Background: an optimization exercise with open tools, aiming at small area. Do not read the settings as production practice.
Only simulation tests tie the RTL to the original design; equivalence was not proved.
No activity file was given, so power comes from the tool's default toggle rates.

// lfsr_datapath
module lfsr_datapath #(
    parameter int WIDTH = 32,
    parameter int NREGS = 16,
    parameter int CNTW  = 16,
    parameter int AW    = $clog2(NREGS)
) (
    input  logic             clk,
    input  logic             rst,
    input  logic [AW-1:0]    raddr1,
    input  logic [AW-1:0]    raddr2,
    input  logic             wen,
    input  logic [AW-1:0]    waddr,
    input  logic             wdsrc,
    input  logic [3:0]       func,
    input  logic [WIDTH-1:0] constant,
    output logic             isZero,
    output logic [WIDTH-1:0] result,
    output logic             result_valid,
    output logic [CNTW-1:0]  op_count,
    input  logic [AW-1:0]    dbg_addr,
    output logic [WIDTH-1:0] dbg_data
);
    logic [WIDTH-1:0] rf [NREGS];
    logic [WIDTH*NREGS-1:0] rf_flat;
    logic             s1_wen;
    logic [AW-1:0]    s1_waddr;
    logic [NREGS-1:0] s1_sel1;
    logic             s1_arith, s1_kg, s1_kp, s1_shl, s1_shr, s1_slt, s1_passb, s1_sub;
    logic [WIDTH-1:0] s1_opb;
    logic             s1_fwdb;
    logic             written;
    logic [WIDTH-1:0] opa, opb_next, opb, bx;
    logic             commit;
    logic [WIDTH-1:0] alu_z;
    always_comb begin
        for (int i = 0; i < NREGS; i++) rf_flat[i*WIDTH +: WIDTH] = rf[i];
    end
    ldp_rdsel  u_rda (.sel(s1_sel1),   .regs(rf_flat), .y(opa));
    ldp_rdopb  u_rdb (.addr(raddr2), .wdsrc(wdsrc), .regs(rf_flat), .k(constant), .y(opb_next));
    ldp_rdport u_rdd (.addr(dbg_addr), .regs(rf_flat), .y(dbg_data));
    assign opb = s1_fwdb ? result : s1_opb;
    logic f_arith, f_kg, f_kp, f_shl, f_shr, f_slt, f_passb, do_sub;
    assign f_arith = !rst && s1_arith;
    assign f_kg    = !rst && s1_kg;
    assign f_kp    = !rst && s1_kp;
    assign f_shl   = !rst && s1_shl;
    assign f_shr   = !rst && s1_shr;
    assign f_slt   = !rst && s1_slt;
    assign f_passb = !rst && s1_passb;
    assign do_sub  = s1_sub;
    logic [WIDTH-1:0] sum, prop_n, gen_n;
    logic             cout;
    assign bx = opb ^ {WIDTH{do_sub}};
    ldp_add32 u_add (.a(opa), .b(bx), .cin(do_sub), .s(sum), .cout(cout), .pn(prop_n), .gn(gen_n));
    logic [WIDTH-1:0] sh_out;
  ...
Settings: LEC_CHECK=0, CAP_MARGIN=20, CORE_MARGIN=2, CORE_UTILIZATION=35, CTS_BUF_LIST=sky130_fd_sc_hd__clkbuf_8 sky130_fd_sc_hd__clkbuf_16, CTS_CLUSTER_DIAMETER=60, CTS_CLUSTER_SIZE=30, SETUP_SLACK_MARGIN=0.15, SLEW_MARGIN=20, SYNTH_HIERARCHICAL=1, SYNTH_MINIMUM_KEEP_SIZE=0; clock period 4.5 ns.
standard.sh (not shown) runs the stock make flow with config.mk's settings and CLKGATE_MAP_FILE= SYNTH_SCRIPT=/design/flow/synth_recipe.tcl, a recipe that flattens the netlist after the stock synthesis.
==> flow/flow/run.sh <==
#!/bin/bash
# The standard layout (standard.sh, with the standard synthesis unchanged),
# with two changes to how the layout is made:
#  - each port's buffer is the smallest buffer cell (buf_1) rather than
#    clkdlybuf4s50_1; every input and output port still gets its own buffer;
#  - clock tree synthesis inserts no dummy loads (same clustering and buffer
#    list as config.mk's CTS settings).
# Everything standard.sh runs logs to standard.log here, and ORFS keeps each
# step's full log under orfs/logs/.
set -euo pipefail
export BUFFER_PORTS_ARGS="-buffer_cell sky130_fd_sc_hd__buf_1"
export CTS_ARGS="-sink_clustering_enable -repair_clock_nets -sink_clustering_size 30 -sink_clustering_max_diameter 60 -buf_list {sky130_fd_sc_hd__clkbuf_8 sky130_fd_sc_hd__clkbuf_16} -dont_use_dummy_load"
bash standard.sh > standard.log 2>&1
Next try:
--- a/flow/flow/run.sh
+++ b/flow/flow/run.sh
@@ -10,4 +10,4 @@
 set -euo pipefail
 export BUFFER_PORTS_ARGS="-buffer_cell sky130_fd_sc_hd__buf_1"
-export CTS_ARGS="-sink_clustering_enable -repair_clock_nets -sink_clustering_size 30 -sink_clustering_max_diameter 60 -buf_list {sky130_fd_sc_hd__clkbuf_8 sky130_fd_sc_hd__clkbuf_16} -dont_use_dummy_load"
+export CTS_ARGS="-sink_clustering_enable -repair_clock_nets -sink_clustering_size 25 -sink_clustering_max_diameter 60 -buf_list {sky130_fd_sc_hd__clkbuf_8} -dont_use_dummy_load"
 bash standard.sh > standard.log 2>&1
--- a/flow/config.mk
+++ b/flow/config.mk
@@ -9,7 +9,8 @@
 export CORE_MARGIN = 2
 export CORE_UTILIZATION = 35
-export CTS_BUF_LIST = sky130_fd_sc_hd__clkbuf_8 sky130_fd_sc_hd__clkbuf_16
+export CTS_BUF_LIST = sky130_fd_sc_hd__clkbuf_8
 export CTS_CLUSTER_DIAMETER = 60
-export CTS_CLUSTER_SIZE = 30
+export CTS_CLUSTER_SIZE = 25
+export PLACE_DENSITY = 0.5
 export SETUP_SLACK_MARGIN = 0.15
 export SLEW_MARGIN = 20
Hold slack loses 0.14 ns; power went down by about 8%; sequential share of layout area went up by 1.7 points; combinational power went down by about 9%; utilization went down by 1.3 points; cell count went down by about 1.4%.
Next try:
==> flow/run.sh (new file) <==
#!/bin/bash
# synth_recipe.tcl (not shown) runs the flow's synth.tcl, then flattens the netlist and writes it again
# the make line also repeats each setting of config.mk as NAME=value (left out here)
make -C /OpenROAD-flow-scripts/flow DESIGN_CONFIG=/design/flow/config.mk WORK_HOME=/design/flow/orfs CLKGATE_MAP_FILE= SYNTH_SCRIPT=/design/flow/synth_recipe.tcl finish
--- a/flow/config.mk
+++ b/flow/config.mk
@@ -9,8 +9,7 @@
 export CORE_MARGIN = 2
 export CORE_UTILIZATION = 35
-export CTS_BUF_LIST = sky130_fd_sc_hd__clkbuf_8
+export CTS_BUF_LIST = sky130_fd_sc_hd__clkbuf_8 sky130_fd_sc_hd__clkbuf_16
 export CTS_CLUSTER_DIAMETER = 60
-export CTS_CLUSTER_SIZE = 25
-export PLACE_DENSITY = 0.5
+export CTS_CLUSTER_SIZE = 30
 export SETUP_SLACK_MARGIN = 0.15
 export SLEW_MARGIN = 20
removed: flow/flow/run.sh
removed: flow/standard.sh
Routed wire length falls by a few percent.
Global-route usage goes down by 1.3 points.
Setup slack loses 0.11 ns.
Fmax shrinks by a few percent.
Via count climbs by a few percent.
Power rises by about a fifth.
Count of clock-buffer cells in the layout is lower by 6.
Worst hold slack gains 0.22 ns.
Final area came out higher by a little under a tenth.

## port drivers added, routing unchanged
In the flow no input, the clock included, has a driving cell. The finished layouts below were timed again as built, in two steps. Step 1 assumes that a clkbuf_16 drives the clock port and a buf_2 every other input. Step 2, shift: input delay + t, output delay - t, t = (earliest + latest rising clock arrival at the registers) / 2. This alone moves slack from input paths to output paths. Three values: no drivers, after step 1, after step 2; two values: the first two.
run	t, ns	slack for setup (ns)	cell pins on the clock port's net
the first run	0.675	0.168 / 0.154 / 0.154	1
the second run	0.796	0.253 / 0.253 / 0.253	1
the third run	0.685	0.138 / 0.112 / 0.112	1
After both steps setup and hold are still met in every run listed. The setup slack of the third run, which loses most, moves by -0.026 ns with the drivers and by -0.026 ns with both steps.
